From an optimization exercise on the open Yosys and OpenROAD flow, aimed at small area, a short achievable clock period and few clock cycles; shortcuts taken in it are not production practice. Function was checked by simulation only, so behaviour that the tests miss may differ from the original.

==> job 4967: inputs <==
Design hash64_multiply_mix_64bit_words_top, start of the top module:
module hash64_multiply_mix_64bit_words_top (
   input  wire logic        clock,
   input  wire logic        reset,
   input  wire logic        req_valid,
   output logic             req_stall,
   input  wire logic [63:0] req_key_word,
   input  wire logic [3:0]  req_word_bytes,
   input  wire logic        req_last_word,
   input  wire logic [30:0] req_total_length,
   output logic             rsp_valid,
   input  wire logic        rsp_stall,
   output logic [63:0]      rsp_hash_value,
   input  wire logic        csr_valid,
   output logic             csr_ready,
   input  wire logic [31:0] csr_hash_seed
);
   localparam logic [3:0] ST_IDLE = 4'd0;   
   localparam logic [3:0] ST_WAIT = 4'd1;   
   localparam logic [3:0] ST_IA   = 4'd2;   
   localparam logic [3:0] ST_I    = 4'd3;   
   localparam logic [3:0] ST_A    = 4'd4;   
   localparam logic [3:0] ST_B    = 4'd5;   
   localparam logic [3:0] ST_C    = 4'd6;   
   localparam logic [3:0] ST_F    = 4'd7;   
   localparam logic [3:0] ST_WF   = 4'd8;   
   logic [3:0]  st_ff;
   logic        last_ff;     
   logic        empty_ff;    
   logic [63:0] x_ff;
   logic [63:0] hash_ff;
   logic [31:0] seed_ff;
   logic        rsp_valid_ff;
   logic [63:0] rsp_hash_ff;
   logic [63:0] p;
   h64mix_mul u_mul (
      .operand (x_ff),
      .product (p)
   );
   logic [3:0]  nb;
   logic [63:0] mw;
   logic        w_full, w_empty, w_ends;
   assign nb      = (req_word_bytes > 4'd8) ? 4'd8 : req_word_bytes;
   assign w_full  = (nb == 4'd8);
   assign w_empty = (nb == 4'd0);
   assign w_ends  = req_last_word || !w_full;
   always_comb begin
      for (int i = 0; i < 8; i++) begin
         mw[i*8 +: 8] = (4'(i) < nb) ? req_key_word[i*8 +: 8] : 8'h00;
      end
   end
   logic out_ok;
   assign out_ok = !rsp_valid_ff || !rsp_stall;
   logic can_take;
   logic take;
   always_comb begin
      case (st_ff)
         ST_IDLE, ST_WAIT: can_take = 1'b1;
         ST_C:             can_take = !last_ff;
         ST_F:             can_take = 1'b1;
         default:          can_take = 1'b0;
      endcase
   end
   assign req_stall = !can_take;
   assign take      = req_valid && can_take;
   logic        sel_p, sel_h, sel_w, sel_s, sel_l, sel_mix;
   logic [3:0]  st_in;
  ...
==> module hash64_multiply_mix_64bit_words_top, before the edit <==
module hash64_multiply_mix_64bit_words_top (
   input  wire logic        clock,
   input  wire logic        reset,
   input  wire logic        req_valid,
   output logic             req_stall,
   input  wire logic [63:0] req_key_word,
   input  wire logic [3:0]  req_word_bytes,
   input  wire logic        req_last_word,
   input  wire logic [30:0] req_total_length,
   output logic             rsp_valid,
   input  wire logic        rsp_stall,
   output logic [63:0]      rsp_hash_value,
   input  wire logic        csr_valid,
   output logic             csr_ready,
   input  wire logic [31:0] csr_hash_seed
);
   localparam logic [3:0] ST_IDLE = 4'd0;   
   localparam logic [3:0] ST_WAIT = 4'd1;   
   localparam logic [3:0] ST_IA   = 4'd2;   
   localparam logic [3:0] ST_I    = 4'd3;   
   localparam logic [3:0] ST_A    = 4'd4;   
   localparam logic [3:0] ST_B    = 4'd5;   
   localparam logic [3:0] ST_C    = 4'd6;   
   localparam logic [3:0] ST_F    = 4'd7;   
   localparam logic [3:0] ST_WF   = 4'd8;   
   logic [3:0]  st_ff;
   logic        last_ff;     
   logic        empty_ff;    
   logic [63:0] x_ff;
   logic [63:0] hash_ff;
   logic [31:0] seed_ff;
   logic        rsp_valid_ff;
   logic [63:0] rsp_hash_ff;
   logic [63:0] p;
   h64mix_mul u_mul (
      .operand (x_ff),
      .product (p)
   );
   logic [3:0]  nb;
   logic [63:0] mw;
   logic        w_full, w_empty, w_ends;
   assign nb      = (req_word_bytes > 4'd8) ? 4'd8 : req_word_bytes;
   assign w_full  = (nb == 4'd8);
   assign w_empty = (nb == 4'd0);
   assign w_ends  = req_last_word || !w_full;
   always_comb begin
      for (int i = 0; i < 8; i++) begin
         mw[i*8 +: 8] = (4'(i) < nb) ? req_key_word[i*8 +: 8] : 8'h00;
      end
   end
   logic out_ok;
   assign out_ok = !rsp_valid_ff || !rsp_stall;
   logic can_take;
   logic take;
   always_comb begin
      case (st_ff)
         ST_IDLE, ST_WAIT: can_take = 1'b1;
         ST_C:             can_take = !last_ff;
         ST_F:             can_take = 1'b1;
         default:          can_take = 1'b0;
      endcase
   end
   assign req_stall = !can_take;
   assign take      = req_valid && can_take;
   logic        sel_p, sel_h, sel_w, sel_s, sel_l, sel_mix;
   logic [3:0]  st_in;
   logic        last_in, empty_in;
   logic        hash_we, hash_from_word, sel_hs;
   logic        produce;
   always_comb begin
      st_in          = st_ff;
      last_in        = last_ff;
      empty_in       = empty_ff;
      sel_p          = 1'b1;
      sel_h          = 1'b0;
      sel_w          = 1'b0;
      sel_s          = 1'b0;
      sel_l          = 1'b0;
      sel_mix        = 1'b1;
      hash_we        = 1'b0;
      hash_from_word = 1'b0;
      sel_hs         = 1'b0;
      produce        = 1'b0;
      case (st_ff)
         ST_IA: begin
            sel_p   = 1'b0;
            sel_h   = 1'b1;
            sel_mix = 1'b0;
            hash_we = 1'b1;
            sel_hs  = 1'b1;
            st_in   = ST_A;
         end
         ST_A: begin
            st_in = ST_B;
         end
         ST_B: begin
            sel_h   = 1'b1;
            sel_mix = 1'b0;
            st_in   = ST_C;
         end
         ST_I: begin
            sel_s = 1'b1;
            sel_h = 1'b1;
            if (empty_ff) begin
               if (out_ok) begin
                  st_in = ST_F;
               end else begin
                  hash_we = 1'b1;
                  sel_hs  = 1'b1;
                  st_in   = ST_WF;
               end
            end else begin
               sel_mix = 1'b0;
               st_in   = ST_C;
            end
         end
         ST_C: begin
            hash_we = 1'b1;
            if (last_ff) begin
               st_in = out_ok ? ST_F : ST_WF;
            end else begin
               st_in = ST_WAIT;
            end
         end
         ST_WF: begin
            sel_p = 1'b0;
            sel_h = 1'b1;
            if (out_ok) begin
               st_in = ST_F;
            end
         end
         ST_F: begin
            produce = 1'b1;
            st_in   = ST_IDLE;
         end
         default: begin
         end
      endcase
      if (take) begin
         last_in = w_ends;
         sel_s   = 1'b0;
         if (st_ff == ST_IDLE || st_ff == ST_F) begin
            empty_in       = w_empty;
            sel_p          = 1'b0;
            sel_h          = 1'b0;
            sel_l          = 1'b1;
            sel_mix        = 1'b0;
            hash_we        = 1'b1;
            hash_from_word = 1'b1;
            st_in          = w_full ? ST_IA : ST_I;
         end else begin
            sel_w    = 1'b1;
            sel_p    = (st_ff == ST_C);
            sel_h    = (st_ff != ST_C);
            sel_mix  = 1'b0;
            if (w_full) begin
               sel_p = 1'b0;
               sel_h = 1'b0;
               st_in = ST_A;
            end else if (w_empty) begin
               sel_w = 1'b0;
               st_in = ST_WF;
            end else begin
               st_in = ST_C;
            end
         end
      end
   end
   logic [63:0] y;
   logic [63:0] x_in;
   assign y    = (p & {64{sel_p}}) ^ (hash_ff & {64{sel_h}}) ^ (mw & {64{sel_w}})
               ^ (64'(seed_ff) & {64{sel_s}}) ^ (64'(req_total_length) & {64{sel_l}});
   assign x_in = sel_mix ? (y ^ (y >> 47)) : y;
   always_ff @(posedge clock) begin
      if (reset) begin
         st_ff        <= ST_IDLE;
         seed_ff      <= '0;
         rsp_valid_ff <= 1'b0;
      end else begin
         st_ff        <= st_in;
         rsp_valid_ff <= produce || (rsp_valid_ff && rsp_stall);
         if (csr_valid) begin
            seed_ff <= csr_hash_seed;
         end
      end
   end
   always_ff @(posedge clock) begin
      last_ff  <= last_in;
      empty_ff <= empty_in;
      x_ff     <= x_in;
      if (hash_we) begin
         hash_ff <= hash_from_word ? mw : (p ^ (64'(seed_ff) & {64{sel_hs}}));
      end
      if (produce) begin
         rsp_hash_ff <= p ^ (p >> 47);
      end
   end
   assign csr_ready      = 1'b1;
   assign rsp_valid      = rsp_valid_ff;
   assign rsp_hash_value = rsp_hash_ff;
endmodule
clock: 12.0 ns
lec_check: 0
cap_margin: 20
core_margin: 2
core_utilization: 60
setup_slack_margin: 5
slew_margin: 20
synth_hierarchical: 1
run.sh (not shown) runs the stock make flow with config.mk's settings and CLKGATE_MAP_FILE= SYNTH_SCRIPT=/design/flow/synth_recipe.tcl, a recipe that flattens the netlist after the stock synthesis.
==> job 7912: changes against job 4967 <==
--- a/flow/design.v
+++ b/flow/design.v
@@ -1449,20 +1449,21 @@
    output logic             csr_ready,
    input  wire logic [31:0] csr_hash_seed
 );
-   localparam logic [3:0] ST_IDLE = 4'd0;   
-   localparam logic [3:0] ST_WAIT = 4'd1;   
-   localparam logic [3:0] ST_IA   = 4'd2;   
-   localparam logic [3:0] ST_I    = 4'd3;   
-   localparam logic [3:0] ST_A    = 4'd4;   
-   localparam logic [3:0] ST_B    = 4'd5;   
-   localparam logic [3:0] ST_C    = 4'd6;   
-   localparam logic [3:0] ST_F    = 4'd7;   
-   localparam logic [3:0] ST_WF   = 4'd8;   
-   logic [3:0]  st_ff;
+   localparam logic [2:0] ST_IDLE = 3'd0;   
+   localparam logic [2:0] ST_WAIT = 3'd1;   
+   localparam logic [2:0] ST_A    = 3'd2;   
+   localparam logic [2:0] ST_B    = 3'd3;   
+   localparam logic [2:0] ST_I    = 3'd4;   
+   localparam logic [2:0] ST_C    = 3'd5;   
+   localparam logic [2:0] ST_F    = 3'd6;   
+   localparam logic [2:0] ST_WF   = 3'd7;   
+   logic [2:0]  st_ff;
+   logic        first_ff;    
    logic        last_ff;     
    logic        empty_ff;    
    logic [63:0] x_ff;
    logic [63:0] hash_ff;
+   logic [30:0] len_ff;
    logic [31:0] seed_ff;
    logic        rsp_valid_ff;
    logic [63:0] rsp_hash_ff;
@@ -1497,13 +1498,15 @@
    end
    assign req_stall = !can_take;
    assign take      = req_valid && can_take;
-   logic        sel_p, sel_h, sel_w, sel_s, sel_l, sel_mix;
-   logic [3:0]  st_in;
-   logic        last_in, empty_in;
-   logic        hash_we, hash_from_word, sel_hs;
+   logic        sel_p, sel_h, sel_w, sel_s, sel_l, sel_mix, len_from_req;
+   logic [2:0]  st_in;
+   logic        first_in, last_in, empty_in;
+   logic        hash_we, hash_from_word;
+   logic        len_we;
    logic        produce;
    always_comb begin
       st_in          = st_ff;
+      first_in       = first_ff;
       last_in        = last_ff;
       empty_in       = empty_ff;
       sel_p          = 1'b1;
@@ -1512,39 +1515,39 @@
       sel_s          = 1'b0;
       sel_l          = 1'b0;
       sel_mix        = 1'b1;
+      len_from_req   = 1'b0;
       hash_we        = 1'b0;
       hash_from_word = 1'b0;
-      sel_hs         = 1'b0;
+      len_we         = 1'b0;
       produce        = 1'b0;
       case (st_ff)
-         ST_IA: begin
-            sel_p   = 1'b0;
-            sel_h   = 1'b1;
-            sel_mix = 1'b0;
-            hash_we = 1'b1;
-            sel_hs  = 1'b1;
-            st_in   = ST_A;
-         end
          ST_A: begin
             st_in = ST_B;
          end
          ST_B: begin
-            sel_h   = 1'b1;
-            sel_mix = 1'b0;
-            st_in   = ST_C;
+            if (first_ff) begin
+               hash_we = 1'b1;
+               sel_p   = 1'b0;
+               sel_l   = 1'b1;
+               sel_mix = 1'b0;
+               st_in   = ST_I;
+            end else begin
+               sel_h   = 1'b1;
+               sel_mix = 1'b0;
+               st_in   = ST_C;
+            end
          end
          ST_I: begin
             sel_s = 1'b1;
-            sel_h = 1'b1;
             if (empty_ff) begin
                if (out_ok) begin
                   st_in = ST_F;
                end else begin
                   hash_we = 1'b1;
-                  sel_hs  = 1'b1;
                   st_in   = ST_WF;
                end
             end else begin
+               sel_h   = 1'b1;
                sel_mix = 1'b0;
                st_in   = ST_C;
             end
@@ -1573,18 +1576,27 @@
       endcase
       if (take) begin
          last_in = w_ends;
+         sel_w   = 1'b1;
          sel_s   = 1'b0;
          if (st_ff == ST_IDLE || st_ff == ST_F) begin
-            empty_in       = w_empty;
-            sel_p          = 1'b0;
-            sel_h          = 1'b0;
-            sel_l          = 1'b1;
-            sel_mix        = 1'b0;
-            hash_we        = 1'b1;
-            hash_from_word = 1'b1;
-            st_in          = w_full ? ST_IA : ST_I;
+            first_in = 1'b1;
+            empty_in = w_empty;
+            sel_p    = 1'b0;
+            sel_h    = 1'b0;
+            sel_mix  = 1'b0;
+            if (w_full) begin
+               len_we = 1'b1;
+               st_in  = ST_A;
+            end else begin
+               sel_w          = 1'b0;
+               sel_l          = 1'b1;
+               len_from_req   = 1'b1;
+               hash_we        = 1'b1;
+               hash_from_word = 1'b1;
+               st_in          = ST_I;
+            end
          end else begin
-            sel_w    = 1'b1;
+            first_in = 1'b0;
             sel_p    = (st_ff == ST_C);
             sel_h    = (st_ff != ST_C);
             sel_mix  = 1'b0;
@@ -1593,7 +1605,6 @@
                sel_h = 1'b0;
                st_in = ST_A;
             end else if (w_empty) begin
-               sel_w = 1'b0;
                st_in = ST_WF;
             end else begin
                st_in = ST_C;
@@ -1601,11 +1612,13 @@
          end
       end
    end
+   logic [30:0] len_v;
    logic [63:0] y;
    logic [63:0] x_in;
-   assign y    = (p & {64{sel_p}}) ^ (hash_ff & {64{sel_h}}) ^ (mw & {64{sel_w}})
-               ^ (64'(seed_ff) & {64{sel_s}}) ^ (64'(req_total_length) & {64{sel_l}});
-   assign x_in = sel_mix ? (y ^ (y >> 47)) : y;
+   assign len_v = len_from_req ? req_total_length : len_ff;
+   assign y     = (p & {64{sel_p}}) ^ (hash_ff & {64{sel_h}}) ^ (mw & {64{sel_w}})
+                ^ (64'(seed_ff) & {64{sel_s}}) ^ (64'(len_v) & {64{sel_l}});
+   assign x_in  = sel_mix ? (y ^ (y >> 47)) : y;
    always_ff @(posedge clock) begin
       if (reset) begin
          st_ff        <= ST_IDLE;
@@ -1620,11 +1633,15 @@
       end
    end
    always_ff @(posedge clock) begin
+      first_ff <= first_in;
       last_ff  <= last_in;
       empty_ff <= empty_in;
       x_ff     <= x_in;
       if (hash_we) begin
-         hash_ff <= hash_from_word ? mw : (p ^ (64'(seed_ff) & {64{sel_hs}}));
+         hash_ff <= hash_from_word ? mw : (p ^ (64'(seed_ff) & {64{st_ff == ST_I}}));
+      end
+      if (len_we) begin
+         len_ff <= req_total_length;
       end
       if (produce) begin
          rsp_hash_ff <= p ^ (p >> 47);
- CORE_UTILIZATION: 60 -> 40
==> notes <==
Against job 7912, the register-to-register slack of job 4967 is lower by 0.099 ns.
Between job 4967 and job 7912, the lower via count is in job 7912 (gap about 2.4%, measured against job 7912).
Between job 7912 and job 4967, the lower critical path depth is in job 7912 (gap 4).
Of job 4967 and job 7912, job 7912 has the higher count of clock-buffer cells in the layout (gap 9).
Between job 7912 and job 4967, the lower wire length is in job 4967 (gap 4.8%, measured against job 4967).
Against job 4967, the hold slack of job 7912 is lower by 0.0073 ns.
Against job 4967, the global-route usage of job 7912 is lower by 13 points.
Of job 4967 and job 7912, job 7912 has the higher final area (gap 3.6%, measured against job 7912).
Testbench counts of job 4967, summed over its fixed seeds: cycles 23,636.
Testbench counts of job 7912, summed over its fixed seeds: cycles 23,636.

==> re-timing with driven ports <==
No port has a modelled driver above. Below, the same layouts with a new extraction and two added sets of constraints.
Step 1 (the two cells are an assumption about what drives the block):
set clk [get_ports {clock}]
set_driving_cell -lib_cell sky130_fd_sc_hd__clkbuf_16 $clk
set_driving_cell -lib_cell sky130_fd_sc_hd__buf_2 [delete_from_list [all_inputs] $clk]
Step 2 times the ports against the registers' clock, not the clock port: input delays grow and output delays shrink by t, the midpoint of the rising clock arrivals with the driver on.
Slacks: ideal ports / drivers / drivers and shift; pairs: ideal ports / drivers.
run	shift t [ns]	setup WS [ns]	hold slack, ns	worst setup path at the end
job 4967	0.657	5.106 / 5.106 / 5.106	0.522 / 0.522 / 0.522	register to register
job 7912	0.628	5.206 / 5.206 / 5.206	0.515 / 0.515 / 0.515	register to register
After both steps setup and hold are still met in every run listed.
